Background: an optimization exercise with open tools, aiming at small area, a short achievable clock period and few clock cycles per item. Do not read the settings as production practice. No functional check of the RTL was part of any run shown here. Power is estimated from default activity; no workload was simulated.

## config.mk

```make
export PLATFORM = sky130hd
export DESIGN_NAME = pkt_lkp_top
export DESIGN_NICKNAME = pkt_lkp_top
export VERILOG_FILES = /design/flow/design.v
export SDC_FILE = /design/flow/constraint.sdc
export NUM_CORES = 4
export LEC_CHECK = 0
export CAP_MARGIN = 20
export CORE_MARGIN = 2
export CORE_UTILIZATION = 40
export CTS_CLUSTER_DIAMETER = 100
export CTS_CLUSTER_SIZE = 30
export SETUP_SLACK_MARGIN = 2.0
export SLEW_MARGIN = 20
export TNS_END_PERCENT = 100
```

## constraint.sdc

```tcl
create_clock -name core_clock -period 4.0 [get_ports {clk}]
set_input_delay 0.8000 -clock core_clock [delete_from_list [all_inputs] [get_ports {clk}]]
set_output_delay 0.8000 -clock core_clock [all_outputs]
set_load 0.01 [all_outputs]
```

## design.v

```verilog
`timescale 1ns/1ps
package pkt_lkp_pkg;
    localparam int LKP_INFO_W     = 20;
    localparam int ODR_ID_W       = 3;
    localparam int PAYLOAD_W      = 64;
    localparam int REQ_ID_W       = 10;
    localparam int ROB_DEPTH      = 8;
    localparam int ROB_IDX_W      = 3;
    localparam int LKP_FIFO_DEPTH = 4;
    localparam int LKP_FIFO_IDX_W = 2;
    localparam int PKT_META_W     = 1 + LKP_INFO_W + ODR_ID_W + 1;
    localparam int LKP_REQ_W      = LKP_INFO_W + REQ_ID_W;
    typedef logic [LKP_INFO_W-1:0] lkp_info_t;
    typedef logic [ODR_ID_W-1:0]   odr_id_t;
    typedef logic [PAYLOAD_W-1:0]  payload_t;
    typedef logic [REQ_ID_W-1:0]   req_id_t;
    typedef logic [ROB_IDX_W-1:0]  rob_idx_t;
    typedef struct packed {
        logic      lkp_en;
        lkp_info_t lkp_info;
        odr_id_t   odr_id;
        logic      so;
    } pkt_meta_t;
    typedef struct packed {
        lkp_info_t info;
        req_id_t   req_id;
    } lkp_req_t;
    typedef struct packed {
        lkp_info_t rslt;
        odr_id_t   odr_id;
        logic      so;
        payload_t  payload;
    } out_pkt_t;
endpackage
`timescale 1ns/1ps
module pkt_lkp_top
(
    input  logic      clk,
    input  logic      rst_i,
    input  logic      b2c_pkt_vld_i,
    input  logic      b2c_pkt_lkp_en_i,
    input  pkt_lkp_pkg::lkp_info_t b2c_pkt_lkp_info_i,
    input  pkt_lkp_pkg::odr_id_t   b2c_pkt_odr_id_i,
    input  logic      b2c_pkt_so_i,
    input  pkt_lkp_pkg::payload_t  b2c_pkt_payload_i,
    output logic      c2b_pkt_rdy_o,
    output logic      c2a_lkp_vld_o,
    output pkt_lkp_pkg::lkp_info_t c2a_lkp_info_o,
    output pkt_lkp_pkg::req_id_t   c2a_lkp_req_id_o,
    input  logic      a2c_lkp_rdy_i,
    input  logic      a2c_lkp_rsp_vld_i,
    input  pkt_lkp_pkg::req_id_t   a2c_lkp_rsp_id_i,
    input  pkt_lkp_pkg::lkp_info_t a2c_lkp_rslt_i,
    output logic      c2d_pkt_vld_o,
    output pkt_lkp_pkg::lkp_info_t c2d_pkt_lkp_rslt_o,
    output pkt_lkp_pkg::odr_id_t   c2d_pkt_odr_id_o,
    output logic      c2d_pkt_so_o,
    output pkt_lkp_pkg::payload_t  c2d_pkt_payload_o,
    input  logic      d2c_pkt_rdy_i
);
    localparam int N      = 1;
    localparam int IW     = 1;
    localparam int TW     = IW + 1;
    localparam int RW     = pkt_lkp_pkg::LKP_INFO_W;
    localparam int DW     = pkt_lkp_pkg::ODR_ID_W + 1 + pkt_lkp_pkg::PAYLOAD_W;
    logic [IW-1:0] head_q, tail_q, head_inc, tail_inc;
    logic          head_w_q, tail_w_q;
    logic [N-1:0]  tail_oh_q;
    logic [N-1:0]  head_oh_q;
    logic [TW-1:0] head_tag, tail_tag;
    logic          full_q, full_d;
    logic          rdy_q;
    logic          rdy;
    logic          accept, load;
    logic          slots_busy;
    assign head_inc = (head_q == IW'(N-1)) ? '0 : head_q + 1'b1;
    assign tail_inc = (tail_q == IW'(N-1)) ? '0 : tail_q + 1'b1;
    assign head_tag = {head_w_q, head_q};
    assign tail_tag = {tail_w_q, tail_q};
    assign slots_busy = full_q || (head_q != tail_q);
    logic          req_push;
    logic          req_block_d;
    logic          m_free_q;
    assign rdy           = rdy_q && (m_free_q || a2c_lkp_rdy_i);
    assign c2b_pkt_rdy_o = rdy;
    assign accept        = b2c_pkt_vld_i && rdy;
    assign req_push      = accept && b2c_pkt_lkp_en_i;
    logic          m_vld_q, m_vld_d;
    logic [RW-1:0] m_info_q;
    logic [TW-1:0] m_tag_q;
    logic          req_pop;
    assign c2a_lkp_vld_o    = m_vld_q;
    assign c2a_lkp_info_o   = m_info_q;
    assign c2a_lkp_req_id_o = pkt_lkp_pkg::REQ_ID_W'(m_tag_q);
    assign req_pop          = m_vld_q && a2c_lkp_rdy_i;
    always_comb
    begin
        m_vld_d = m_vld_q;
        if (req_push)
            m_vld_d = 1'b1;
        else if (req_pop)
            m_vld_d = 1'b0;
    end
    assign req_block_d = 1'b0;
    always_ff @(posedge clk)
    begin
        if (rst_i)
        begin
            m_vld_q  <= 1'b0;
            m_free_q <= 1'b1;
        end
        else
        begin
            m_vld_q  <= m_vld_d;
            m_free_q <= !m_vld_d;
        end
    end
    always_ff @(posedge clk)
    begin
        if (req_push)
        begin
            m_info_q <= b2c_pkt_lkp_info_i;
            m_tag_q  <= tail_tag;
        end
    end
    logic [DW-1:0] data_q [N];
    logic [RW-1:0] rslt_q [N];
    logic [N-1:0]  lkp_q;
    logic [N-1:0]  done_q;
    logic [IW-1:0] rsp_idx;
    logic          head_done;
    logic          head_rsp;
    logic          out_rsp;
    logic          out_full_q, out_done_q, out_full_d, out_done_d;
    logic [TW-1:0] out_tag_q;
    logic          out_free;
    logic          vld_d;
    assign rsp_idx   = a2c_lkp_rsp_id_i[IW-1:0];
    logic [DW-1:0] head_data;
    logic [RW-1:0] head_rslt;
    always_comb
    begin
        head_data = '0;
        head_rslt = '0;
        for (int i = 0; i < N; i++)
        begin
            head_data = head_data | (data_q[i] & {DW{head_oh_q[i]}});
            head_rslt = head_rslt | (rslt_q[i] & {RW{head_oh_q[i] & lkp_q[i]}});
        end
    end
    assign head_done = |(done_q & head_oh_q);
    assign head_rsp  = a2c_lkp_rsp_vld_i && (a2c_lkp_rsp_id_i[TW-1:0] == head_tag);
    assign out_rsp   = a2c_lkp_rsp_vld_i && out_full_q && !out_done_q &&
                       (a2c_lkp_rsp_id_i[TW-1:0] == out_tag_q);
    logic [N-1:0]  gen_q;
    logic [N-1:0]  slot_wr;
    always_comb
        for (int i = 0; i < N; i++)
            slot_wr[i] = a2c_lkp_rsp_vld_i && (rsp_idx == IW'(i)) &&
                         (a2c_lkp_rsp_id_i[IW] == gen_q[i]);
    assign out_free  = !out_full_q || (c2d_pkt_vld_o && d2c_pkt_rdy_i);
    assign load      = out_free && slots_busy;
    always_ff @(posedge clk)
    begin
        for (int i = 0; i < N; i++)
        begin
            if (accept && tail_oh_q[i])
            begin
                data_q[i] <= {b2c_pkt_odr_id_i, b2c_pkt_so_i, b2c_pkt_payload_i};
                lkp_q[i]  <= b2c_pkt_lkp_en_i;
                gen_q[i]  <= tail_w_q;
            end
            if (slot_wr[i])
                rslt_q[i] <= a2c_lkp_rslt_i;
        end
    end
    always_comb
    begin
        full_d = full_q;
        if (accept && !load)
            full_d = (tail_inc == head_q);
        else if (load && !accept)
            full_d = 1'b0;
    end
    always_ff @(posedge clk)
    begin
        if (rst_i)
        begin
            head_q   <= '0;
            head_oh_q <= N'(1);
            tail_q   <= '0;
            tail_oh_q <= N'(1);
            head_w_q <= 1'b0;
            tail_w_q <= 1'b0;
            full_q   <= 1'b0;
            rdy_q    <= 1'b1;
            done_q   <= '0;
        end
        else
        begin
            full_q <= full_d;
            rdy_q  <= !full_d && !req_block_d;
            done_q <= done_q | slot_wr;
            if (load)
            begin
                done_q[head_q] <= 1'b0;
                head_q         <= head_inc;
                head_oh_q      <= head_oh_q;
                if (head_q == IW'(N-1))
                    head_w_q <= !head_w_q;
            end
            if (accept)
            begin
                done_q[tail_q] <= !b2c_pkt_lkp_en_i;
                tail_q         <= tail_inc;
                tail_oh_q      <= tail_oh_q;
                if (tail_q == IW'(N-1))
                    tail_w_q <= !tail_w_q;
            end
        end
    end
    logic [RW-1:0] out_rslt;
    assign out_rslt = (load && head_done) ? head_rslt : a2c_lkp_rslt_i;
    always_comb
    begin
        out_full_d = out_full_q;
        out_done_d = out_done_q;
        if (load)
        begin
            out_full_d = 1'b1;
            out_done_d = head_done || head_rsp;
        end
        else
        begin
            if (c2d_pkt_vld_o && d2c_pkt_rdy_i)
                out_full_d = 1'b0;
            if (out_rsp)
                out_done_d = 1'b1;
        end
    end
    assign vld_d = out_full_d && out_done_d;
    always_ff @(posedge clk)
    begin
        if (rst_i)
        begin
            out_full_q    <= 1'b0;
            out_done_q    <= 1'b0;
            c2d_pkt_vld_o <= 1'b0;
        end
        else
        begin
            out_full_q    <= out_full_d;
            out_done_q    <= out_done_d;
            c2d_pkt_vld_o <= vld_d;
        end
    end
    always_ff @(posedge clk)
    begin
        if (load)
            out_tag_q <= head_tag;
    end
    always_ff @(posedge clk)
    begin
        if (load)
            {c2d_pkt_odr_id_o, c2d_pkt_so_o, c2d_pkt_payload_o} <= head_data;
        if (load || out_rsp)
            c2d_pkt_lkp_rslt_o <= out_rslt;
    end
endmodule
```

## flow/run.sh

```bash
#!/bin/bash
# Standard layout, with plain buffers on the ports and footprint-free resizing.
set -euo pipefail
bash standard.sh MATCH_CELL_FOOTPRINT=0 "BUFFER_PORTS_ARGS=-buffer_cell sky130_fd_sc_hd__buf_1" finish > make_finish.log 2>&1
```

## standard.sh

```bash
#!/bin/bash
# synth_recipe.tcl (not shown) runs the flow's synth.tcl, then flattens the netlist and writes it again
# the make line also repeats each setting of config.mk as NAME=value (left out here)
make -C /OpenROAD-flow-scripts/flow DESIGN_CONFIG=/design/flow/config.mk WORK_HOME=/design/flow/orfs CLKGATE_MAP_FILE= SYNTH_SCRIPT=/design/flow/synth_recipe.tcl "${@:-finish}"
```

==> notes.md, run 1 <==
# TYPE chip_impl_metric gauge
chip_impl_info{name="result_of_the_run",value="complete, no violations"} 1
chip_impl_info{name="netlist_top_cells_area",value="sky130_fd_sc_hd__edfxtp_1 (87%), sky130_fd_sc_hd__dfxtp_1 (2.9%), sky130_fd_sc_hd__mux2i_1 (2.9%), sky130_fd_sc_hd__inv_1 (1.3%), sky130_fd_sc_hd__nand2_1 (1.2%)"} 1
chip_impl_metric{name="tritoncts.num_buffers",unit=""} 10
chip_impl_metric{name="drc_errors",unit=""} 0
chip_impl_metric{name="synth-async-reset-ratio",unit="%"} 0
chip_impl_metric{name="power-per-cell-area",unit="nW/um2"} 470.4
chip_impl_metric{name="max_slew.worst_pin.slew",unit="ns"} 0.7373
chip_impl_metric{name="fin_crit_sh",unit="%"} 49.61
chip_impl_metric{name="synthSimpleGateAreaFrac",unit="%"} 1.911
chip_impl_metric{name="hpwl",unit="um"} 9001
chip_impl_metric{name="p_sw_share",unit="%"} 20.30
chip_impl_metric{name="internal_power",unit="mW"} 3.144
chip_impl_metric{name="grt_overflow_total",unit=""} 0
chip_impl_metric{name="register_area",unit="um2"} 6206
chip_impl_metric{name="initial_utilization",unit="%"} 40.56
chip_impl_metric{name="io-pin-count",unit=""} 246
chip_impl_metric{name="setup-tns-final",unit="ns"} 0
chip_impl_metric{name="achievable-frequency",unit="MHz"} 504.0
chip_impl_metric{name="yosysUniqueCellTypes",unit=""} 29
chip_impl_metric{name="post_synth_design_cell_area",unit="um2"} 6942
chip_impl_metric{name="grt_use_total",unit="%"} 13.04
chip_impl_metric{name="vias",unit=""} 3530
chip_impl_info{name="yosys.cell_count.top_type",value="sky130_fd_sc_hd__edfxtp_1"} 1
chip_impl_metric{name="vdd_drop_max",unit="uV"} 291.2
chip_impl_metric{name="post_synth_mux_area_share",unit="%"} 2.884
chip_impl_metric{name="dpl-instance-area",unit="um2"} 8061
chip_impl_metric{name="maxSlewHeadroom",unit="%"} 50.85
chip_impl_info{name="crit_path_start_kind",value="input pin"} 1
chip_impl_metric{name="power_frac_seq",unit="%"} 65.9
chip_impl_metric{name="leakage",unit="nW"} 2.878
chip_impl_metric{name="synth_seq_cells",unit=""} 210
chip_impl_metric{name="net_count_reported_at_finish",unit=""} 687
chip_impl_info{name="synth_top_family_by_area",value="multiplexers"} 1
chip_impl_metric{name="skew",unit="ns"} 0.01779
chip_impl_metric{name="power.clock.fraction",unit="%"} 27.8
chip_impl_metric{name="wl",unit="um"} 12610
chip_impl_metric{name="finalWeightedCongestion",unit=""} 0.7323
chip_impl_metric{name="synth_compound_gate_area_share",unit="%"} 2.433
chip_impl_metric{name="fp-row-count",unit=""} 48
chip_impl_metric{name="finalNonFillerCells",unit=""} 789
chip_impl_info{name="cts_tree",value="built"} 1
chip_impl_info{name="rsz0062_at_grt",value="yes"} 1
chip_impl_metric{name="worstSkewPairLatency",unit="ns"} 0.46
chip_impl_metric{name="clkTransAtPathRegs",unit="ns"} 0.10
chip_impl_metric{name="syn_to_final_growth",unit="%"} 20.80
chip_impl_metric{name="multi_input_area",unit="um2"} 593.1
chip_impl_metric{name="vias_per_cell",unit=""} 4.474
chip_impl_metric{name="io_buffers",unit=""} 228
chip_impl_metric{name="synth-edff-count",unit=""} 200
chip_impl_metric{name="detail-route-antenna-nets",unit=""} 0
chip_impl_info{name="classification_of_the_worst_setup_path",value="input pin to output port"} 1
chip_impl_metric{name="drt-pass1-iter-count",unit=""} 5
chip_impl_metric{name="clock_sinks",unit=""} 210
chip_impl_metric{name="die_extent_in_y",unit="um"} 135.7
chip_impl_metric{name="clk_path_buf_depth",unit=""} 3
chip_impl_metric{name="postLayoutCellArea",unit="um2"} 8386
chip_impl_metric{name="ys_warn_count",unit=""} 3
chip_impl_info{name="min_path_type",value="flop to flop"} 1
chip_impl_info{name="synth_top_area_cell",value="sky130_fd_sc_hd__edfxtp_1"} 1
chip_impl_info{name="ys_top_cells_by_count",value="sky130_fd_sc_hd__edfxtp_1 (200), sky130_fd_sc_hd__inv_1 (24), sky130_fd_sc_hd__nand2_1 (22), sky130_fd_sc_hd__mux2i_1 (20), sky130_fd_sc_hd__dfxtp_1 (10)"} 1
chip_impl_metric{name="switching_power_of_the_nets",unit="uW"} 800.9
chip_impl_metric{name="coreArea",unit="um2"} 17120
chip_impl_metric{name="share_comb_of_total_power",unit="%"} 6.3
chip_impl_metric{name="adder_cell_share_of_the_synthesized_area",unit="%"} 0
chip_impl_info{name="ctsRootBufferMaster",value="sky130_fd_sc_hd__clkbuf_16"} 1
chip_impl_metric{name="worstPathMaxFanout",unit=""} 2
chip_impl_metric{name="grt_pass1_vias",unit=""} 3572
chip_impl_metric{name="die_area",unit="um2"} 18420
chip_impl_metric{name="pin_count_of_the_biggest_net_entering_global_routing",unit=""} 58
chip_impl_metric{name="synth_area_in_xor_xnor",unit="%"} 0.5047
chip_impl_metric{name="timing.final.crit_period",unit="ns"} 1.984
chip_impl_metric{name="critPathRequiredTime",unit="ns"} 3.20
chip_impl_metric{name="layout-drive-gt1-share",unit="%"} 5.329
chip_impl_metric{name="placedCellCount",unit=""} 771
chip_impl_metric{name="finalSetupViolations",unit=""} 0
chip_impl_metric{name="yosysTopAreaCellShare",unit="%"} 86.52
chip_impl_metric{name="timing.final.max_slew_violations",unit=""} 0
chip_impl_metric{name="synthCells",unit=""} 322
chip_impl_metric{name="fp.dieW",unit="um"} 135.7
chip_impl_metric{name="cts-htree-levels",unit=""} 1
chip_impl_metric{name="dr.first_iter.drc_count",unit=""} 190
chip_impl_metric{name="number_of_max_capacitance_violations_reported",unit=""} 0
chip_impl_metric{name="syn_area_per_cell",unit="um2"} 21.56
chip_impl_metric{name="timing.final.hold_violations",unit=""} 0
chip_impl_metric{name="critPathArrivalTime",unit="ns"} 1.18
chip_impl_info{name="ys_dominant_reg_cell",value="sky130_fd_sc_hd__edfxtp_1"} 1
chip_impl_metric{name="nFillCells",unit=""} 1482
chip_impl_metric{name="ys_seq_area_share",unit="%"} 89.40
chip_impl_metric{name="routed_wire_length_per_instance",unit="um"} 15.98
chip_impl_metric{name="grt_first_pass_wirelength",unit="um"} 18510
chip_impl_info{name="cp-end-kind",value="output port"} 1
chip_impl_metric{name="antenna_found_initial",unit=""} 0
[power groups by stage]
| stage | combinational, mW | sequential, mW | clock, mW |
|---|---|---|---|
| after floorplan | 0.106 | 2.67 | 0 |
| after global placement | 0.241 | 2.64 | 0 |
| after detailed placement | 0.250 | 2.65 | 0 |
| after CTS | 0.252 | 2.60 | 1.14 |
| after global routing | 0.277 | 2.61 | 1.22 |
| final | 0.249 | 2.60 | 1.10 |
[through the flow]
| step | worst slack, ns | hold WS [ns] | power (mW) | util [%] |
|---|---|---|---|---|
| floorplan | 0.9328 | 0.4003 | 2.778 | - |
| global placement | 1.346 | 0.4003 | 2.885 | 47.10 |
| detailed placement | 1.192 | 0.4045 | 2.900 | 47.10 |
| CTS | 2.016 | 0.4294 | 3.998 | 48.84 |
| global route | 1.992 | 0.4261 | 4.105 | 48.98 |
| finish | 2.016 | 0.4255 | 3.945 | 48.99 |
[critical path, cell delays in order]
cell and delay, ns:
sky130_fd_sc_hd__buf_6 0.09, sky130_fd_sc_hd__o21a_1 0.16, sky130_fd_sc_hd__buf_2 0.13
[placed cells by master (no fill, tap or decap), drive strengths merged, types with 2 or more instances in the layout]
cell | netlist | final
a211oi | 2 | 2
a21o | 3 | 3
a21oi | 4 | 4
buf | 11 | 234
clkbuf | 3 | 13
conb | 1 | 9
dfxtp | 10 | 10
edfxtp | 200 | 200
inv | 25 | 24
mux2i | 20 | 20
nand2 | 22 | 22
nor2 | 2 | 2
or3 | 2 | 2
xnor2 | 4 | 4
[sequential cells by signal, indices dropped and copies added (netlist names), 3 cells and up]
signal              cells
c2d_pkt_lkp_rslt_o     20
c2d_pkt_odr_id_o        3
c2d_pkt_payload_o      64
data_q                 68
m_info_q               20
rslt_q                 20
[metal layers]
metal / vias to the layer above / track usage [%] / routed length, um
li1: 1662 / - / -
met5: - / 0 / 0
met2: 157 / 22.73 / 6413
met3: 22 / 3.068 / 991
met4: 0 / 4.977 / 316
met1: 1689 / 15.76 / 4888
[worst paths after layout]
kind	startpoint	to	slack, ns	depth (start not counted)
max	a2c_lkp_rdy_i	c2b_pkt_rdy_o	2.02	3
min	data_q[0][17]	c2d_pkt_payload_o[17]	0.43	0
max reg2reg	out_full_q	c2d_pkt_payload_o[12]	2.26	3
min reg2reg	data_q[0][17]	c2d_pkt_payload_o[17]	0.43	0
[kinds of logic after synthesis]
group	after synthesis
compound gates	18
xor+xnor	4
buf+inv	39
flops	210
mux	20
other cells	1
simple gates	30
[timing repair]
action | in CTS | in global routing
resized for setup | 0 | 4
pin swaps | 0 | 2
setup buffers | 2 | 2
hold buffers | 0 | 0
endpoints found under the hold margin | 0 | 0
endpoints found under the setup margin | 78 | 22
[layout make-up]
cell class | count | share of cell area, %
antenna | 1 | 0.02984
clock buffer | 13 | 3.372
inverter | 25 | 1.164
multi-input combinational | 81 | 7.073
sequential | 210 | 74.01
tap | 225 | 3.357
timing repair buffer | 234 | 11.00
==> inputs of run 2 (changes only) <==
--- a/design.v
+++ b/design.v
@@ -72,4 +72,5 @@
     logic          rdy_q;
     logic          rdy;
+    logic          pred_q;
     logic          accept, load;
     logic          slots_busy;
@@ -81,45 +82,50 @@
     logic          req_push;
     logic          req_block_d;
-    logic          m_free_q;
-    assign rdy           = rdy_q && (m_free_q || a2c_lkp_rdy_i);
+    assign rdy           = rdy_q || (pred_q && d2c_pkt_rdy_i);
     assign c2b_pkt_rdy_o = rdy;
     assign accept        = b2c_pkt_vld_i && rdy;
     assign req_push      = accept && b2c_pkt_lkp_en_i;
-    logic          m_vld_q, m_vld_d;
-    logic [RW-1:0] m_info_q;
-    logic [TW-1:0] m_tag_q;
-    logic          req_pop;
-    assign c2a_lkp_vld_o    = m_vld_q;
-    assign c2a_lkp_info_o   = m_info_q;
-    assign c2a_lkp_req_id_o = pkt_lkp_pkg::REQ_ID_W'(m_tag_q);
-    assign req_pop          = m_vld_q && a2c_lkp_rdy_i;
-    always_comb
-    begin
-        m_vld_d = m_vld_q;
+    logic          req_vld_q, req_vld_d;
+    logic          req_idle_q;
+    logic [RW-1:0] req_info_q;
+    logic [TW-1:0] req_tag_q;
+    logic          req_direct;
+    assign req_direct       = b2c_pkt_vld_i && b2c_pkt_lkp_en_i && rdy;
+    assign c2a_lkp_vld_o    = req_vld_q || req_direct;
+    assign c2a_lkp_info_o   = req_info_q | (b2c_pkt_lkp_info_i & {RW{req_idle_q}});
+    assign c2a_lkp_req_id_o = pkt_lkp_pkg::REQ_ID_W'(req_tag_q | (tail_tag & {TW{req_idle_q}}));
+    always_comb
+    begin
+        req_vld_d = req_vld_q;
         if (req_push)
-            m_vld_d = 1'b1;
-        else if (req_pop)
-            m_vld_d = 1'b0;
-    end
-    assign req_block_d = 1'b0;
+            req_vld_d = !(req_direct && a2c_lkp_rdy_i);
+        else if (a2c_lkp_rdy_i)
+            req_vld_d = 1'b0;
+    end
+    assign req_block_d = req_vld_d;
     always_ff @(posedge clk)
     begin
         if (rst_i)
         begin
-            m_vld_q  <= 1'b0;
-            m_free_q <= 1'b1;
-        end
-        else
-        begin
-            m_vld_q  <= m_vld_d;
-            m_free_q <= !m_vld_d;
-        end
-    end
-    always_ff @(posedge clk)
-    begin
-        if (req_push)
-        begin
-            m_info_q <= b2c_pkt_lkp_info_i;
-            m_tag_q  <= tail_tag;
+            req_vld_q  <= 1'b0;
+            req_idle_q <= 1'b1;
+        end
+        else
+        begin
+            req_vld_q  <= req_vld_d;
+            req_idle_q <= !req_vld_d;
+        end
+    end
+    always_ff @(posedge clk)
+    begin
+        if (rst_i || !req_vld_d)
+        begin
+            req_info_q <= '0;
+            req_tag_q  <= '0;
+        end
+        else if (!req_vld_q)
+        begin
+            req_info_q <= b2c_pkt_lkp_info_i;
+            req_tag_q  <= tail_tag;
         end
     end
@@ -195,4 +201,5 @@
             full_q   <= 1'b0;
             rdy_q    <= 1'b1;
+            pred_q   <= 1'b0;
             done_q   <= '0;
         end
@@ -201,4 +208,5 @@
             full_q <= full_d;
             rdy_q  <= !full_d && !req_block_d;
+            pred_q <= full_d && vld_d && !req_block_d;
             done_q <= done_q | slot_wr;
             if (load)
==> notes.md, run 2 <==
# TYPE chip_impl_metric gauge
chip_impl_info{name="result_of_the_run",value="complete, no violations"} 1
chip_impl_metric{name="post-route-worst-setup-slack",unit="ns"} 1.752
chip_impl_metric{name="internal_power",unit="mW"} 3.177
chip_impl_metric{name="syn_to_final_growth",unit="%"} 22.86
chip_impl_info{name="ys_top_cells_by_count",value="sky130_fd_sc_hd__edfxtp_1 (179), sky130_fd_sc_hd__dfxtp_1 (32), sky130_fd_sc_hd__nor2_1 (26), sky130_fd_sc_hd__inv_1 (25)"} 1
chip_impl_metric{name="grt_first_pass_wirelength",unit="um"} 20540
chip_impl_metric{name="multi_input_area",unit="um2"} 1005
chip_impl_metric{name="syn_area_per_cell",unit="um2"} 18.15
chip_impl_info{name="max_flop_register",value="data_q"} 1
chip_impl_metric{name="worstSkewPairLatency",unit="ns"} 0.46
chip_impl_metric{name="layout-drive-gt1-share",unit="%"} 11.04
chip_impl_metric{name="ys_seq_area_share",unit="%"} 83.89
chip_impl_metric{name="nFillCells",unit=""} 1488
chip_impl_metric{name="placement.setup.worst_slack",unit="ns"} 1.129
chip_impl_metric{name="skew",unit="ns"} 0.03824
chip_impl_info{name="netlist_top_cells_area",value="sky130_fd_sc_hd__edfxtp_1 (75%), sky130_fd_sc_hd__dfxtp_1 (8.9%), sky130_fd_sc_hd__mux2i_1 (2.9%), sky130_fd_sc_hd__a21o_1 (2.2%), sky130_fd_sc_hd__nand3_1 (1.5%)"} 1
chip_impl_info{name="yosys.cell_count.top_type",value="sky130_fd_sc_hd__edfxtp_1"} 1
chip_impl_metric{name="fin_crit_sh",unit="%"} 56.20
chip_impl_metric{name="routed_wire_length_per_instance",unit="um"} 16.23
chip_impl_info{name="cp-end-kind",value="output port"} 1
chip_impl_metric{name="vias_per_cell",unit=""} 4.573
chip_impl_info{name="ctsRootBufferMaster",value="sky130_fd_sc_hd__clkbuf_16"} 1
chip_impl_metric{name="number_of_max_capacitance_violations_reported",unit=""} 0
chip_impl_metric{name="timing.final.crit_period",unit="ns"} 2.248
chip_impl_metric{name="wl",unit="um"} 14080
chip_impl_metric{name="fp-row-count",unit=""} 48
chip_impl_metric{name="finalWeightedCongestion",unit=""} 0.7359
chip_impl_metric{name="net_count_reported_at_finish",unit=""} 764
chip_impl_metric{name="leakage",unit="nW"} 3.037
chip_impl_info{name="layout.cells.most_common_list",value="sky130_fd_sc_hd__buf_1 (205), sky130_fd_sc_hd__edfxtp_1 (179), sky130_fd_sc_hd__dfxtp_1 (31)"} 1
chip_impl_metric{name="pin_count_of_the_biggest_net_entering_global_routing",unit=""} 51
chip_impl_metric{name="max_ffs_per_register",unit=""} 68
chip_impl_metric{name="tritoncts.num_buffers",unit=""} 11
chip_impl_metric{name="timing.final.hold_violations",unit=""} 0
chip_impl_metric{name="hpwl",unit="um"} 9514
chip_impl_info{name="synth_top_area_cell",value="sky130_fd_sc_hd__edfxtp_1"} 1
chip_impl_metric{name="synth-async-reset-ratio",unit="%"} 0
chip_impl_metric{name="num_antenna_cells",unit=""} 0
chip_impl_metric{name="maxSlewHeadroom",unit="%"} 53.67
chip_impl_metric{name="grt_pass1_vias",unit=""} 3963
chip_impl_metric{name="critPathRequiredTime",unit="ns"} 3.20
chip_impl_metric{name="die_extent_in_y",unit="um"} 137.9
chip_impl_metric{name="switching_power_of_the_nets",unit="uW"} 885.5
chip_impl_metric{name="ys_warn_count",unit=""} 3
chip_impl_metric{name="finalSetupViolations",unit=""} 0
chip_impl_metric{name="power_frac_seq",unit="%"} 63.3
chip_impl_metric{name="detail-route-antenna-nets",unit=""} 0
chip_impl_info{name="cts_tree",value="built"} 1
chip_impl_metric{name="dr.first_iter.drc_count",unit=""} 167
chip_impl_info{name="classification_of_the_worst_setup_path",value="input pin to output port"} 1
chip_impl_info{name="min_path_type",value="flop to flop"} 1
chip_impl_metric{name="yosysUniqueCellTypes",unit=""} 32
chip_impl_metric{name="yosysTopAreaCellShare",unit="%"} 74.96
chip_impl_metric{name="io-pin-count",unit=""} 246
chip_impl_metric{name="fp.dieW",unit="um"} 137.9
chip_impl_metric{name="post_synth_design_cell_area",unit="um2"} 7171
chip_impl_info{name="final_common_cell",value="sky130_fd_sc_hd__buf_1"} 1
chip_impl_metric{name="clock_sinks",unit=""} 211
chip_impl_metric{name="synth-edff-count",unit=""} 179
chip_impl_metric{name="hold_buffers",unit=""} 0
chip_impl_metric{name="drt-pass1-iter-count",unit=""} 4
chip_impl_metric{name="die_area",unit="um2"} 19010
chip_impl_metric{name="clkTransAtPathRegs",unit="ns"} 0.10
chip_impl_metric{name="vdd_drop_max",unit="uV"} 328.8
chip_impl_metric{name="power.clock.fraction",unit="%"} 29.0
chip_impl_metric{name="drc_errors",unit=""} 0
chip_impl_metric{name="register_area",unit="um2"} 6020
chip_impl_metric{name="initial_utilization",unit="%"} 41.17
chip_impl_metric{name="worstPathMaxFanout",unit=""} 2
chip_impl_metric{name="postLayoutCoreUtil",unit="%"} 50.58
chip_impl_metric{name="power-per-cell-area",unit="nW/um2"} 461.1
chip_impl_metric{name="synthCells",unit=""} 395
chip_impl_info{name="rsz0062_at_grt",value="yes"} 1
chip_impl_metric{name="antenna_found_initial",unit=""} 0
chip_impl_metric{name="p_sw_share",unit="%"} 21.80
chip_impl_metric{name="coreArea",unit="um2"} 17420
chip_impl_metric{name="timing.final.max_slew_violations",unit=""} 0
chip_impl_metric{name="clk_path_buf_depth",unit=""} 3
chip_impl_metric{name="setup-tns-final",unit="ns"} 0
chip_impl_info{name="ys_dominant_reg_cell",value="sky130_fd_sc_hd__edfxtp_1"} 1
chip_impl_metric{name="max_slew.worst_pin.slew",unit="ns"} 0.6949
chip_impl_metric{name="cts-htree-levels",unit=""} 1
chip_impl_metric{name="achievable-frequency",unit="MHz"} 444.9
chip_impl_metric{name="synth_seq_cells",unit=""} 211
chip_impl_metric{name="grt_overflow_total",unit=""} 0
chip_impl_metric{name="critPathArrivalTime",unit="ns"} 1.45
chip_impl_metric{name="io_buffers",unit=""} 228
chip_impl_metric{name="share_comb_of_total_power",unit="%"} 7.7
chip_impl_metric{name="vias",unit=""} 3969
chip_impl_info{name="crit_path_start_kind",value="input pin"} 1
chip_impl_metric{name="grt_use_total",unit="%"} 13.94
run 2: changes by cell type after synthesis, sizes merged, moves of 4 or more:
cell | before | now
o21ai | 1 | 21
nand2 | 22 | 2
clkbuf | 3 | 7
nor2 | 2 | 26
a21o | 3 | 22
edfxtp | 200 | 179
dfxtp | 10 | 32
nand3 | 1 | 21
buf | 11 | 15
run 2: final timing paths:
path              slack (ns)  depth (start not counted)                    end     startpoint
setup / recovery        1.75                          5          c2a_lkp_vld_o  d2c_pkt_rdy_i
hold / removal          0.43                          0  c2d_pkt_payload_o[41]  data_q[0][41]
setup reg to reg        2.35                          4  c2d_pkt_payload_o[23]     out_full_q
hold reg to reg         0.43                          0  c2d_pkt_payload_o[41]  data_q[0][41]
run 2: what timing repair did:
item | 4_1_cts | 5_1_grt
resized for setup | 39 | 10
setup buffers | 8 | 1
setup endpoints to repair | 94 | 25
cloned | 3 | 0
pin swaps | 3 | 0
run 2: kinds of logic (layout without fill, tap and decap cells):
| group | after synthesis | count (layout) | synth area share, % |
|---|---|---|---|
| other | 1 | 9 | 0.05230 |
| AOI/OAI and AO/OA | 52 | 52 | 5.305 |
| and+or+nand+nor | 56 | 56 | 3.839 |
| buffers and inverters | 48 | 288 | 3.228 |
| muxes | 21 | 21 | 2.931 |
| xor gates and xnor gates | 5 | 5 | 0.6107 |
| DFF | 211 | 211 | 83.89 |
| adders and majority gates | 1 | 1 | 0.1396 |
run 2: metal layers:
metal / GRT usage (%) / routed length, um
met1: 17.80 / 5895
met2: 24.06 / 6651
met3: 3.692 / 1305
met4: 2.834 / 231
met5: 0 / 0
run 2: power groups by stage:
stage | clock [mW] | combinational, mW | sequential [mW]
global placement | 0 | 0.285 | 2.62
finish | 1.18 | 0.313 | 2.57
CTS | 1.23 | 0.316 | 2.57
detailed placement | 0 | 0.292 | 2.63
global route | 1.31 | 0.348 | 2.58
floorplan | 0 | 0.143 | 2.64
run 2: final cells by class:
cell class | instances | area share, %
timing repair buffer | 243 | 12.03
timing repair inverter | 2 | 0.1704
tap | 225 | 3.196
clock inverter | 2 | 0.3835
clock buffer | 15 | 3.295
inverter | 26 | 1.193
sequential | 211 | 68.33
multi-input combinational | 144 | 11.40
run 2: worst max-delay path: stages:
cell                      delay (ns)
sky130_fd_sc_hd__buf_8          0.10
sky130_fd_sc_hd__a21o_4         0.22
sky130_fd_sc_hd__a31oi_4        0.17
sky130_fd_sc_hd__inv_2          0.05
sky130_fd_sc_hd__buf_6          0.11
run 2: per-stage QoR:
stage | power, mW | instances | area, um2 | hold WS [ns]
global placement | 2.904 | 839 | 8312 | 0.4005
detailed placement | 2.917 | 839 | 8312 | 0.4045
finish | 4.062 | 868 | 8810 | 0.4279
CTS | 4.117 | 867 | 8785 | 0.4294
global route | 4.239 | 868 | 8810 | 0.4365
floorplan | 2.780 | 403 | 7252 | 0.4003
==> inputs of run 3 (changes only) <==
--- a/design.v
+++ b/design.v
@@ -72,5 +72,4 @@
     logic          rdy_q;
     logic          rdy;
-    logic          pred_q;
     logic          accept, load;
     logic          slots_busy;
@@ -82,5 +81,5 @@
     logic          req_push;
     logic          req_block_d;
-    assign rdy           = rdy_q || (pred_q && d2c_pkt_rdy_i);
+    assign rdy           = rdy_q;
     assign c2b_pkt_rdy_o = rdy;
     assign accept        = b2c_pkt_vld_i && rdy;
@@ -201,5 +200,4 @@
             full_q   <= 1'b0;
             rdy_q    <= 1'b1;
-            pred_q   <= 1'b0;
             done_q   <= '0;
         end
@@ -208,5 +206,4 @@
             full_q <= full_d;
             rdy_q  <= !full_d && !req_block_d;
-            pred_q <= full_d && vld_d && !req_block_d;
             done_q <= done_q | slot_wr;
             if (load)
==> notes.md, run 3 <==
# TYPE chip_impl_metric gauge
chip_impl_metric{name="clkTransAtPathRegs",unit="ns"} 0.11
chip_impl_info{name="rsz0062_at_grt",value="yes"} 1
chip_impl_metric{name="postLayoutCoreUtil",unit="%"} 48.85
chip_impl_metric{name="tritoncts.num_buffers",unit=""} 10
chip_impl_metric{name="fin_crit_sh",unit="%"} 51.94
chip_impl_metric{name="setup-tns-final",unit="ns"} 0
chip_impl_metric{name="timing.final.crit_period",unit="ns"} 2.078
chip_impl_info{name="cpLargestDelayFamily",value="flip-flops"} 1
chip_impl_metric{name="maxSlewHeadroom",unit="%"} 32.79
chip_impl_metric{name="worst-path-buf-inv",unit=""} 2
chip_impl_info{name="max_flop_register",value="data_q"} 1
chip_impl_metric{name="layout-drive-gt1-share",unit="%"} 10.67
chip_impl_info{name="source_of_the_worst_hold_timing_path",value="data_q[0][19]"} 1
chip_impl_metric{name="hpwl",unit="um"} 9347
chip_impl_metric{name="synth-async-reset-ratio",unit="%"} 0
chip_impl_metric{name="drt-pass1-iter-count",unit=""} 4
chip_impl_metric{name="pin_count_of_the_biggest_net_entering_global_routing",unit=""} 75
chip_impl_metric{name="antenna_found_initial",unit=""} 0
chip_impl_metric{name="ys_seq_area_share",unit="%"} 81.73
chip_impl_info{name="crit_path_start_kind",value="flop"} 1
chip_impl_info{name="synth_top_area_cell",value="sky130_fd_sc_hd__edfxtp_1"} 1
chip_impl_metric{name="finalWeightedCongestion",unit=""} 0.7588
chip_impl_metric{name="initial_utilization",unit="%"} 40.84
chip_impl_metric{name="synthCells",unit=""} 394
chip_impl_metric{name="syn_to_final_growth",unit="%"} 19.61
chip_impl_metric{name="synth_seq_cells",unit=""} 210
chip_impl_metric{name="grt_overflow_total",unit=""} 0
chip_impl_info{name="yosys.cell_count.top_type",value="sky130_fd_sc_hd__edfxtp_1"} 1
chip_impl_info{name="layout.cells.most_common_list",value="sky130_fd_sc_hd__buf_1 (207), sky130_fd_sc_hd__edfxtp_1 (179), sky130_fd_sc_hd__mux2i_1 (41)"} 1
chip_impl_metric{name="synthSimpleGateAreaFrac",unit="%"} 4.844
chip_impl_info{name="ctsRootBufferMaster",value="sky130_fd_sc_hd__clkbuf_16"} 1
chip_impl_metric{name="synth_compound_gate_area_share",unit="%"} 3.701
chip_impl_metric{name="timing.final.hold_violations",unit=""} 0
chip_impl_metric{name="skew",unit="ns"} 0.02269
chip_impl_metric{name="number_of_max_capacitance_violations_reported",unit=""} 0
chip_impl_info{name="cp-end-kind",value="output port"} 1
chip_impl_metric{name="ys_warn_count",unit=""} 3
chip_impl_info{name="ys_dominant_reg_cell",value="sky130_fd_sc_hd__edfxtp_1"} 1
chip_impl_metric{name="worstSkewPairLatency",unit="ns"} 0.47
chip_impl_metric{name="detail-route-antenna-nets",unit=""} 0
chip_impl_metric{name="die_extent_in_y",unit="um"} 139.4
chip_impl_metric{name="io-pin-count",unit=""} 246
chip_impl_metric{name="vias",unit=""} 3957
chip_impl_metric{name="critPathRequiredTime",unit="ns"} 3.20
chip_impl_metric{name="grt_first_pass_wirelength",unit="um"} 20970
chip_impl_metric{name="worstRegToRegCells",unit=""} 2
chip_impl_metric{name="clock_sinks",unit=""} 210
chip_impl_info{name="ys_top_cells_by_count",value="sky130_fd_sc_hd__edfxtp_1 (179), sky130_fd_sc_hd__mux2i_1 (41), sky130_fd_sc_hd__dfxtp_1 (31), sky130_fd_sc_hd__nand2_1 (22)"} 1
chip_impl_metric{name="nFillCells",unit=""} 1550
chip_impl_info{name="cts_tree",value="built"} 1
chip_impl_metric{name="yosysTopAreaCellShare",unit="%"} 73.27
chip_impl_metric{name="critPathArrivalTime",unit="ns"} 1.28
chip_impl_metric{name="wl",unit="um"} 13680
chip_impl_metric{name="max_ffs_per_register",unit=""} 68
chip_impl_metric{name="drc_errors",unit=""} 0
chip_impl_metric{name="finalSetupViolations",unit=""} 0
chip_impl_metric{name="fp-row-count",unit=""} 49
chip_impl_metric{name="power-per-cell-area",unit="nW/um2"} 456.1
chip_impl_metric{name="vdd_drop_max",unit="uV"} 405.1
chip_impl_metric{name="vias_per_cell",unit=""} 4.617
chip_impl_metric{name="grt_use_total",unit="%"} 13.38
chip_impl_metric{name="critical-path-max-stage-delay",unit="ns"} 0.37
chip_impl_info{name="crit_path_top_delay_cell",value="sky130_fd_sc_hd__dfxtp_4"} 1
chip_impl_info{name="hold_end",value="c2d_pkt_payload_o[19]"} 1
chip_impl_metric{name="worstPathMaxFanout",unit=""} 9
chip_impl_metric{name="fp.dieW",unit="um"} 139.4
chip_impl_info{name="min_path_type",value="flop to flop"} 1
chip_impl_info{name="classification_of_the_worst_setup_path",value="flop to output port"} 1
chip_impl_metric{name="net_count_reported_at_finish",unit=""} 749
chip_impl_info{name="final_common_cell",value="sky130_fd_sc_hd__buf_1"} 1
chip_impl_info{name="r2r-end",value="rslt_q[0][6]"} 1
chip_impl_metric{name="post_synth_design_cell_area",unit="um2"} 7336
chip_impl_info{name="timing.rr.start",value="gen_q"} 1
chip_impl_metric{name="reg2reg_setup_slack",unit="ns"} 2.23
chip_impl_metric{name="clk_path_buf_depth",unit=""} 3
chip_impl_metric{name="syn_area_per_cell",unit="um2"} 18.62
chip_impl_metric{name="post_synth_mux_area_share",unit="%"} 5.594
chip_impl_metric{name="synth_area_in_xor_xnor",unit="%"} 0.4776
chip_impl_metric{name="num_antenna_cells",unit=""} 0
chip_impl_metric{name="cts-htree-levels",unit=""} 1
chip_impl_metric{name="die_area",unit="um2"} 19440
chip_impl_metric{name="coreArea",unit="um2"} 17960
chip_impl_metric{name="timing.final.max_slew_violations",unit=""} 0
chip_impl_metric{name="grt_pass1_vias",unit=""} 3976
chip_impl_metric{name="achievable-frequency",unit="MHz"} 481.3
chip_impl_metric{name="max_slew.worst_pin.slew",unit="ns"} 1.008
chip_impl_metric{name="number_of_stages_on_the_worst_hold_path",unit=""} 0
chip_impl_metric{name="leakage",unit="nW"} 3.139
chip_impl_info{name="result_of_the_run",value="complete, no violations"} 1
chip_impl_metric{name="dr.first_iter.drc_count",unit=""} 272
chip_impl_info{name="netlist_top_cells_area",value="sky130_fd_sc_hd__edfxtp_1 (73%), sky130_fd_sc_hd__dfxtp_1 (8.5%), sky130_fd_sc_hd__mux2i_1 (5.6%), sky130_fd_sc_hd__nor2_4 (2.8%), sky130_fd_sc_hd__a21o_1 (2.1%)"} 1
chip_impl_metric{name="io_buffers",unit=""} 228
chip_impl_metric{name="routed_wire_length_per_instance",unit="um"} 15.96
chip_impl_metric{name="adder_cell_share_of_the_synthesized_area",unit="%"} 0
chip_impl_metric{name="hold_buffers",unit=""} 0
chip_impl_metric{name="synth-edff-count",unit=""} 179
chip_impl_info{name="cp_cell_sequence",value="buf_8 -> a21o_1 -> clkbuf_2"} 1
chip_impl_info{name="synth_top_family_by_area",value="multiplexers"} 1
chip_impl_metric{name="yosysUniqueCellTypes",unit=""} 31
run 3: worst register-to-register path, delay by kind of cell, from the launching register on:
| kind | cells | cell delay (ns) |
|---|---|---|
| XOR/XNOR | 1 | 0.21 |
| flip-flops | 1 | 0.40 |
| AND/OR/NAND/NOR | 1 | 0.80 |
run 3: stage by stage:
step	total power, mW	instances	hold WS, ns	cell area, um2	worst slack [ns]
after floorplan	2.776	402	0.4003	7386	2.033
after global placement	2.891	838	0.4004	8369	1.648
after detailed placement	2.904	838	0.4045	8369	1.574
after CTS	4.053	857	0.4304	8762	1.906
after global routing	4.162	857	0.4393	8775	1.870
final	4.002	857	0.4261	8775	1.922
run 3: area by class of cell:
| class | count | area, um2 | share of cell area, % |
|---|---|---|---|
| Sequential cell | 210 | 6001 | 68.39 |
| Multi-Input combinational cell | 145 | 1139 | 12.98 |
| Timing Repair Buffer | 233 | 959.7 | 10.94 |
| Clock buffer | 16 | 294.0 | 3.351 |
| Tap cell | 229 | 286.5 | 3.265 |
| Inverter | 24 | 95.09 | 1.084 |
run 3: logic make-up (layout without fill, tap and decap cells):
kind of cell,Yosys count,after routing
AOI/OAI and AO/OA,37,37
xor gates and xnor gates,4,4
buffers and inverters,47,273
DFF,210,210
muxes,41,41
other,1,9
and+or+nand+nor,54,54
run 3: where the power goes:
| part | internal, mW | total, mW | switching (mW) |
|---|---|---|---|
| registers | 2.52 | 2.56 | 0.0397 |
| clock network | 0.515 | 1.14 | 0.628 |
| logic | 0.107 | 0.301 | 0.194 |
| total | 3.14 | 4.00 | 0.862 |
run 3: timing repair:
action	CTS	global route
setup buffers	3	0
endpoints found under the setup margin	22	66
resized for setup	37	6
pin swaps	2	1
run 3: worst max-delay path by stage:
stage / from / to / slack, ns / cells past startpoint
after floorplan: d2c_pkt_rdy_i / c2d_pkt_odr_id_o[0] / 2.03 / 3
after global placement: rst_i / rdy_q / 1.65 / 3
after detailed placement: rst_i / req_info_q[0] / 1.57 / 3
after CTS: req_idle_q / c2a_lkp_info_o[6] / 1.91 / 3
after global routing: req_idle_q / c2a_lkp_info_o[19] / 1.87 / 3
final: req_idle_q / c2a_lkp_info_o[6] / 1.92 / 3
run 3: metal layers:
metal	track usage, %	up-vias	share of wire [%]
met2	21.98	169	47
met3	3.476	16	8.8
met4	3.137	0	1.5
met5	0	-	0
li1	-	1878	-
met1	18.00	1894	42
==> inputs of run 4 (changes only) <==
--- a/design.v
+++ b/design.v
@@ -59,6 +59,6 @@
     input  logic      d2c_pkt_rdy_i
 );
-    localparam int N      = 1;
-    localparam int IW     = 1;
+    localparam int N      = 4;
+    localparam int IW     = 2;
     localparam int TW     = IW + 1;
     localparam int RW     = pkt_lkp_pkg::LKP_INFO_W;
@@ -199,5 +199,5 @@
             tail_w_q <= 1'b0;
             full_q   <= 1'b0;
-            rdy_q    <= 1'b1;
+            rdy_q    <= 1'b0;
             done_q   <= '0;
         end
@@ -211,5 +211,5 @@
                 done_q[head_q] <= 1'b0;
                 head_q         <= head_inc;
-                head_oh_q      <= head_oh_q;
+                head_oh_q      <= {head_oh_q[N-2:0], head_oh_q[N-1]};
                 if (head_q == IW'(N-1))
                     head_w_q <= !head_w_q;
@@ -219,5 +219,5 @@
                 done_q[tail_q] <= !b2c_pkt_lkp_en_i;
                 tail_q         <= tail_inc;
-                tail_oh_q      <= tail_oh_q;
+                tail_oh_q      <= {tail_oh_q[N-2:0], tail_oh_q[N-1]};
                 if (tail_q == IW'(N-1))
                     tail_w_q <= !tail_w_q;
@@ -267,8 +267,16 @@
     always_ff @(posedge clk)
     begin
-        if (load)
-            {c2d_pkt_odr_id_o, c2d_pkt_so_o, c2d_pkt_payload_o} <= head_data;
-        if (load || out_rsp)
-            c2d_pkt_lkp_rslt_o <= out_rslt;
+        if (rst_i)
+        begin
+            {c2d_pkt_odr_id_o, c2d_pkt_so_o, c2d_pkt_payload_o} <= '0;
+            c2d_pkt_lkp_rslt_o <= '0;
+        end
+        else
+        begin
+            if (load)
+                {c2d_pkt_odr_id_o, c2d_pkt_so_o, c2d_pkt_payload_o} <= head_data;
+            if (load || out_rsp)
+                c2d_pkt_lkp_rslt_o <= out_rslt;
+        end
     end
 endmodule
--- a/config.mk
+++ b/config.mk
@@ -9,6 +9,6 @@
 export CORE_MARGIN = 2
 export CORE_UTILIZATION = 40
-export CTS_CLUSTER_DIAMETER = 100
-export CTS_CLUSTER_SIZE = 30
+export CTS_CLUSTER_DIAMETER = 80
+export CTS_CLUSTER_SIZE = 22
 export SETUP_SLACK_MARGIN = 2.0
 export SLEW_MARGIN = 20
==> notes.md, run 4 <==
# TYPE chip_impl_metric gauge
chip_impl_metric{name="routed_wire_length_per_instance",unit="um"} 22.35
chip_impl_metric{name="worstPathMaxFanout",unit=""} 11
chip_impl_info{name="cp-end-kind",value="output port"} 1
chip_impl_metric{name="synth_seq_cells",unit=""} 499
chip_impl_metric{name="postLayoutCoreUtil",unit="%"} 46.89
chip_impl_metric{name="hold_buffers",unit=""} 0
chip_impl_metric{name="pin_count_of_the_biggest_net_entering_global_routing",unit=""} 62
chip_impl_info{name="cp_cell_sequence",value="buf_8 -> a21o_1 -> clkbuf_2"} 1
chip_impl_metric{name="wl",unit="um"} 46780
chip_impl_info{name="result_of_the_run",value="complete, no violations"} 1
chip_impl_info{name="min_path_type",value="input pin to flop"} 1
chip_impl_info{name="max_flop_register",value="data_q"} 1
chip_impl_metric{name="vdd_drop_max",unit="uV"} 413.0
chip_impl_metric{name="multi_input_area",unit="um2"} 4304
chip_impl_metric{name="skew",unit="ns"} 0.03862
chip_impl_metric{name="syn_area_per_cell",unit="um2"} 14.64
chip_impl_metric{name="timing.final.hold_violations",unit=""} 0
chip_impl_metric{name="fp-row-count",unit=""} 78
chip_impl_metric{name="placement.setup.worst_slack",unit="ns"} 1.071
chip_impl_metric{name="drc_errors",unit=""} 0
chip_impl_metric{name="layout-drive-gt1-share",unit="%"} 12.73
chip_impl_metric{name="fp.dieW",unit="um"} 218.8
chip_impl_metric{name="met3_usage",unit="%"} 5.017
chip_impl_metric{name="clkTransAtPathRegs",unit="ns"} 0.09
chip_impl_metric{name="hpwl",unit="um"} 24740
chip_impl_info{name="cpLargestDelayFamily",value="flip-flops"} 1
chip_impl_metric{name="timing.final.crit_period",unit="ns"} 2.224
chip_impl_metric{name="net_count_reported_at_finish",unit=""} 1604
chip_impl_metric{name="io_buffers",unit=""} 231
chip_impl_metric{name="hold_slack",unit="ns"} 0.4425
chip_impl_metric{name="finalSetupViolations",unit=""} 0
chip_impl_metric{name="grt_first_pass_wirelength",unit="um"} 68900
chip_impl_metric{name="placedCellCount",unit=""} 2012
chip_impl_metric{name="yosysUniqueCellTypes",unit=""} 45
chip_impl_info{name="ctsRootBufferMaster",value="sky130_fd_sc_hd__clkbuf_16"} 1
chip_impl_metric{name="worstSkewPairLatency",unit="ns"} 0.61
chip_impl_info{name="cts_tree",value="built"} 1
chip_impl_metric{name="ys_seq_area_share",unit="%"} 73.83
chip_impl_metric{name="max_slew.worst_pin.slew",unit="ns"} 0.9374
chip_impl_metric{name="clock_sinks",unit=""} 499
chip_impl_metric{name="initial_utilization",unit="%"} 40.57
chip_impl_metric{name="worst-path-buf-inv",unit=""} 2
chip_impl_metric{name="grt_pass1_vias",unit=""} 11480
chip_impl_metric{name="critPathRequiredTime",unit="ns"} 3.20
chip_impl_info{name="final_common_cell",value="sky130_fd_sc_hd__edfxtp_1"} 1
chip_impl_metric{name="io-pin-count",unit=""} 246
chip_impl_metric{name="synth-edff-count",unit=""} 363
chip_impl_metric{name="grt.met1_usage",unit="%"} 24.10
chip_impl_metric{name="grt_overflow_total",unit=""} 0
chip_impl_metric{name="dr.first_iter.drc_count",unit=""} 955
chip_impl_info{name="classification_of_the_worst_setup_path",value="flop to output port"} 1
chip_impl_metric{name="synthCells",unit=""} 1260
chip_impl_metric{name="grt_use_total",unit="%"} 18.95
chip_impl_metric{name="coreArea",unit="um2"} 45480
chip_impl_metric{name="critical-path-max-stage-delay",unit="ns"} 0.37
chip_impl_metric{name="achievable-frequency",unit="MHz"} 449.7
chip_impl_info{name="synth_top_area_cell",value="sky130_fd_sc_hd__edfxtp_1"} 1
chip_impl_metric{name="setup-tns-final",unit="ns"} 0
chip_impl_metric{name="die_area",unit="um2"} 47870
chip_impl_info{name="rsz0062_at_grt",value="yes"} 1
chip_impl_metric{name="post_synth_design_cell_area",unit="um2"} 18450
chip_impl_metric{name="globalRouteMet2Util",unit="%"} 32.52
chip_impl_metric{name="drt-pass1-iter-count",unit=""} 7
chip_impl_metric{name="cts-htree-levels",unit=""} 1
chip_impl_metric{name="max_ffs_per_register",unit=""} 272
chip_impl_metric{name="maxSlewHeadroom",unit="%"} 37.51
chip_impl_metric{name="syn_to_final_growth",unit="%"} 15.57
chip_impl_metric{name="tritoncts.num_buffers",unit=""} 28
chip_impl_metric{name="number_of_max_capacitance_violations_reported",unit=""} 0
chip_impl_metric{name="nFillCells",unit=""} 4002
chip_impl_info{name="crit_path_top_delay_cell",value="sky130_fd_sc_hd__dfxtp_4"} 1
chip_impl_info{name="ys_top_cells_by_count",value="sky130_fd_sc_hd__edfxtp_1 (363), sky130_fd_sc_hd__a22oi_1 (138), sky130_fd_sc_hd__dfxtp_1 (136), sky130_fd_sc_hd__nor2_1 (96), sky130_fd_sc_hd__nand3_1 (81)"} 1
chip_impl_info{name="netlist_top_cells_area",value="sky130_fd_sc_hd__edfxtp_1 (59%), sky130_fd_sc_hd__dfxtp_1 (15%), sky130_fd_sc_hd__a22oi_1 (5.6%), sky130_fd_sc_hd__a311oi_1 (3.2%), sky130_fd_sc_hd__nand3_1 (2.2%)"} 1
chip_impl_metric{name="yosysTopAreaCellShare",unit="%"} 59.07
chip_impl_metric{name="ys_warn_count",unit=""} 3
chip_impl_info{name="layout.cells.most_common_list",value="sky130_fd_sc_hd__edfxtp_1 (363), sky130_fd_sc_hd__buf_1 (182), sky130_fd_sc_hd__a22oi_1 (138)"} 1
chip_impl_info{name="gr-max-usage-layer",value="met2"} 1
chip_impl_metric{name="finalWeightedCongestion",unit=""} 0.7483
chip_impl_metric{name="clk_path_buf_depth",unit=""} 3
chip_impl_info{name="crit_path_start_kind",value="flop"} 1
chip_impl_metric{name="post-route-worst-setup-slack",unit="ns"} 1.776
chip_impl_metric{name="register_area",unit="um2"} 13650
chip_impl_metric{name="synth-async-reset-ratio",unit="%"} 0
chip_impl_metric{name="vias_per_cell",unit=""} 5.527
chip_impl_metric{name="die_extent_in_y",unit="um"} 218.8
chip_impl_info{name="yosys.cell_count.top_type",value="sky130_fd_sc_hd__edfxtp_1"} 1
chip_impl_info{name="ys_dominant_reg_cell",value="sky130_fd_sc_hd__edfxtp_1"} 1
chip_impl_metric{name="critPathArrivalTime",unit="ns"} 1.42
chip_impl_metric{name="leakage",unit="nW"} 6.835
chip_impl_metric{name="finalNonFillerCells",unit=""} 2093
chip_impl_metric{name="vias",unit=""} 11570
chip_impl_metric{name="detail-route-antenna-nets",unit=""} 0
chip_impl_metric{name="antenna_found_initial",unit=""} 5
chip_impl_metric{name="power-per-cell-area",unit="nW/um2"} 581.6
chip_impl_metric{name="timing.final.max_slew_violations",unit=""} 0
chip_impl_metric{name="fin_crit_sh",unit="%"} 55.59
run 4: cell types whose count changed in the layout (fill, tap and decap cells not counted), moves of 25 or more:
cell and delta:
sky130_fd_sc_hd__buf_1 -25, sky130_fd_sc_hd__nand3_1 +79, sky130_fd_sc_hd__nor2_1 +90, sky130_fd_sc_hd__clkbuf_2 +25, sky130_fd_sc_hd__edfxtp_1 +184, sky130_fd_sc_hd__a311oi_1 +68, sky130_fd_sc_hd__a22oi_1 +138, sky130_fd_sc_hd__dfxtp_1 +97
run 4: layer usage:
layer	part of all wire [%]	vias up
li1	-	5293
met1	41	5801
met2	49	389
met3	7.8	76
met4	1.9	8
met5	0.12	-
run 4: power breakdown:
group          total (mW)  switching (mW)  leakage (nW)  internal, mW
clock network        3.06            1.68         0.415          1.38
logic                3.06            1.96          2.00          1.09
registers            6.29           0.302          4.42          5.99
run 4: final timing paths:
check	startpoint	end	slack [ns]	cells past startpoint
max reg2reg	head_oh_q[1]	c2d_pkt_lkp_rslt_o[2]	2.11	4
max	req_idle_q	c2a_lkp_info_o[11]	1.78	3
min reg2reg	c2d_pkt_lkp_rslt_o[2]	c2d_pkt_lkp_rslt_o[2]	0.46	2
min	b2c_pkt_odr_id_i[1]	data_q[3][66]	0.44	1
run 4: area by class of cell:
type                            instances  area share, %
Multi-Input combinational cell        625          20.18
Inverter                               35         0.7920
Timing Repair Buffer                  278          7.334
Sequential cell                       499          64.02
Antenna cell                            1        0.01173
Timing Repair inverter                  3         0.1232
Clock buffer                           44          3.567
Clock inverter                          8         0.4517
Tap cell                              600          3.520
run 4: worst reg2reg max path: stages, from the launching register on:
cell	delay, ns
sky130_fd_sc_hd__dfxtp_4	0.48
sky130_fd_sc_hd__a22oi_1	0.35
sky130_fd_sc_hd__and2_2	0.53
sky130_fd_sc_hd__nor3_1	0.18
sky130_fd_sc_hd__o32ai_1	0.23
run 4: stage by stage:
stage / instance area [um2] / total power [mW]
finish: 21330 / 12.40
global route: 21320 / 12.99
CTS: 21120 / 12.31
detailed placement: 19910 / 9.065
global placement: 19910 / 9.006
floorplan: 18630 / 8.254
run 4: kinds of logic (layout without fill, tap and decap cells):
| group | after synthesis | in the layout | share of synthesized area [%] |
|---|---|---|---|
| flip-flops | 499 | 499 | 73.83 |
| AO/OA/AOI/OAI | 297 | 297 | 12.92 |
| AND/OR/NAND/NOR | 272 | 273 | 6.862 |
| buffers and inverters | 143 | 368 | 3.750 |
| multiplexers | 23 | 23 | 1.248 |
| XOR/XNOR | 16 | 16 | 0.7595 |
| adder cells (fa/ha/maj) | 9 | 9 | 0.6103 |
| other | 1 | 8 | 0.02032 |
run 4: what timing repair did:
item,in CTS,in global routing
pin swaps,6,2
hold endpoints to repair,0,0
setup buffers,14,8
resized for setup,62,35
gates cloned,4,2
endpoints found under the setup margin,237,223
==> inputs of run 5 (changes only) <==
--- a/design.v
+++ b/design.v
@@ -72,4 +72,5 @@
     logic          rdy_q;
     logic          rdy;
+    logic          pred_q;
     logic          accept, load;
     logic          slots_busy;
@@ -81,5 +82,5 @@
     logic          req_push;
     logic          req_block_d;
-    assign rdy           = rdy_q;
+    assign rdy           = rdy_q || (pred_q && d2c_pkt_rdy_i);
     assign c2b_pkt_rdy_o = rdy;
     assign accept        = b2c_pkt_vld_i && rdy;
@@ -200,4 +201,5 @@
             full_q   <= 1'b0;
             rdy_q    <= 1'b0;
+            pred_q   <= 1'b0;
             done_q   <= '0;
         end
@@ -206,4 +208,5 @@
             full_q <= full_d;
             rdy_q  <= !full_d && !req_block_d;
+            pred_q <= full_d && vld_d && !req_block_d;
             done_q <= done_q | slot_wr;
             if (load)
==> notes.md, run 5 <==
# TYPE chip_impl_metric gauge
chip_impl_metric{name="vias",unit=""} 11600
chip_impl_metric{name="achievable-frequency",unit="MHz"} 444.2
chip_impl_info{name="result_of_the_run",value="complete, no violations"} 1
chip_impl_metric{name="timing.final.max_slew_violations",unit=""} 0
chip_impl_metric{name="antenna_found_initial",unit=""} 4
chip_impl_info{name="netlist_top_cells_area",value="sky130_fd_sc_hd__edfxtp_1 (58%), sky130_fd_sc_hd__dfxtp_1 (15%), sky130_fd_sc_hd__a22oi_1 (5.5%), sky130_fd_sc_hd__a311oi_2 (5.3%), sky130_fd_sc_hd__nand3_1 (2.3%)"} 1
chip_impl_metric{name="post_synth_design_cell_area",unit="um2"} 18770
chip_impl_metric{name="worstPathMaxFanout",unit=""} 3
chip_impl_metric{name="clock_sinks",unit=""} 500
chip_impl_info{name="min_path_type",value="input pin to flop"} 1
chip_impl_metric{name="grt_first_pass_wirelength",unit="um"} 68400
chip_impl_metric{name="net_count_reported_at_finish",unit=""} 1606
chip_impl_info{name="ctsRootBufferMaster",value="sky130_fd_sc_hd__clkbuf_16"} 1
chip_impl_metric{name="synth-edff-count",unit=""} 363
chip_impl_info{name="synth_top_area_cell",value="sky130_fd_sc_hd__edfxtp_1"} 1
chip_impl_metric{name="die_area",unit="um2"} 48680
chip_impl_metric{name="timing.final.crit_period",unit="ns"} 2.251
chip_impl_metric{name="worstSkewPairLatency",unit="ns"} 0.60
chip_impl_metric{name="critPathRequiredTime",unit="ns"} 3.20
chip_impl_metric{name="synth_seq_cells",unit=""} 500
chip_impl_metric{name="wl",unit="um"} 46220
chip_impl_metric{name="hold_buffers",unit=""} 0
chip_impl_metric{name="ys_seq_area_share",unit="%"} 72.68
-- run 5: changes by cell type in the layout (fill, tap and decap cells not counted), moves of 11 or more --
| cell | before | now |
|---|---|---|
| sky130_fd_sc_hd__buf_2 | 3 | 18 |
| sky130_fd_sc_hd__o32ai_2 | 11 | 0 |
| sky130_fd_sc_hd__clkbuf_2 | 41 | 21 |
| sky130_fd_sc_hd__a21oi_1 | 25 | 40 |
| sky130_fd_sc_hd__a311oi_2 | 1 | 66 |
| sky130_fd_sc_hd__a311oi_1 | 68 | 2 |
-- run 5: worst paths after layout --
check	startpoint	endpoint	slack [ns]	cells past startpoint
setup / recovery	d2c_pkt_rdy_i	c2a_lkp_vld_o	1.75	5
hold / removal	b2c_pkt_odr_id_i[2]	data_q[3][67]	0.45	1
setup reg to reg	head_oh_q[3]	c2d_pkt_payload_o[29]	2.16	3
hold reg to reg	c2d_pkt_lkp_rslt_o[16]	c2d_pkt_lkp_rslt_o[16]	0.46	2
-- run 5: metrics by stage --
step	setup WS [ns]	instances	util (%)	area (um2)	hold slack, ns
6_report	1.749	2102	46.88	21780	0.4491
3_3_place_gp	1.131	2028	43.78	20340	0.4434
4_1_cts	1.741	2100	46.63	21660	0.4161
2_1_floorplan	1.168	1271	-	18940	0.4316
3_5_place_dp	1.049	2028	43.78	20340	0.4478
5_1_grt	1.709	2101	46.87	21770	0.4294
-- run 5: cell families (layout without fill, tap and decap cells) --
| family | count (synthesis) | after routing |
|---|---|---|
| other | 1 | 8 |
| and+or+nand+nor | 267 | 268 |
| buffers and inverters | 144 | 366 |
| AOI/OAI and AO/OA | 306 | 306 |
| adders and majority gates | 9 | 9 |
| muxes | 23 | 23 |
| DFF | 500 | 500 |
| xor gates and xnor gates | 15 | 15 |
-- run 5: cell type report --
class,count,area [um2],share of cell area (%)
diodes,1,2.502,0.01149
clock buffers,44,813.3,3.735
clock inverters,9,113.9,0.5228
inverters,35,158.9,0.7297
multi-input cells,628,4677,21.48
flip-flops and latches,500,13680,62.81
well taps,607,759.5,3.488
repair buffers,277,1565,7.188
repair inverters,1,8.758,0.04022
-- run 5: per-layer routing --
layer | track usage (%) | part of all wire [%]
met3 | 4.179 | 6.8
met4 | 4.067 | 1.8
met5 | 0 | 0.11
met2 | 32.01 | 50
met1 | 23.79 | 41
-- run 5: power by group --
part	internal, mW	total (mW)	switching [mW]
Sequential	6.00	6.34	0.340
Combinational	1.21	3.35	2.14
Clock	1.51	3.21	1.70
Total	8.72	12.9	4.18
-- run 5: critical path, cell delays in order --
cell                      delay [ns]
sky130_fd_sc_hd__buf_6          0.10
sky130_fd_sc_hd__a21o_4         0.22
sky130_fd_sc_hd__a31oi_4        0.16
sky130_fd_sc_hd__inv_2          0.05
sky130_fd_sc_hd__buf_6          0.12
-- run 5: what timing repair did --
action	in CTS	in global routing
pin swaps	25	3
gates cloned	4	0
setup endpoints to repair	245	117
buffers inserted	15	1
gates resized for setup	93	35

-- what the ideal ports hide --
The flow's constraints put no driver on any port. The routed layouts listed below were extracted and timed again, unchanged, in two steps.
Step 1 assumes that a clkbuf_16 drives the clock port and a buf_2 every other input.
Step 2 times the ports against the registers' clock, not the clock port: input delays grow and output delays shrink by t, the midpoint of the rising clock arrivals with the driver on.
Slacks: ideal / step 1 / step 2; pairs: ideal / step 1.
run	t (ns)	setup WS [ns]	worst register clock-pin slew, ns
run 1	0.486	2.016 / 1.983 / 1.651	0.11 / 0.11
run 2	0.483	1.752 / 1.701 / 1.701	0.11 / 0.11
run 3	0.498	1.922 / 1.880 / 1.595	0.11 / 0.11
run 4	0.639	1.776 / 1.724 / 1.481	0.10 / 0.10
run 5	0.641	1.749 / 1.703 / 1.549	0.10 / 0.10
After both steps every run listed still meets setup and hold. The setup slack of run 1, which loses most, moves by -0.033 ns with the drivers and by -0.365 ns with both steps.
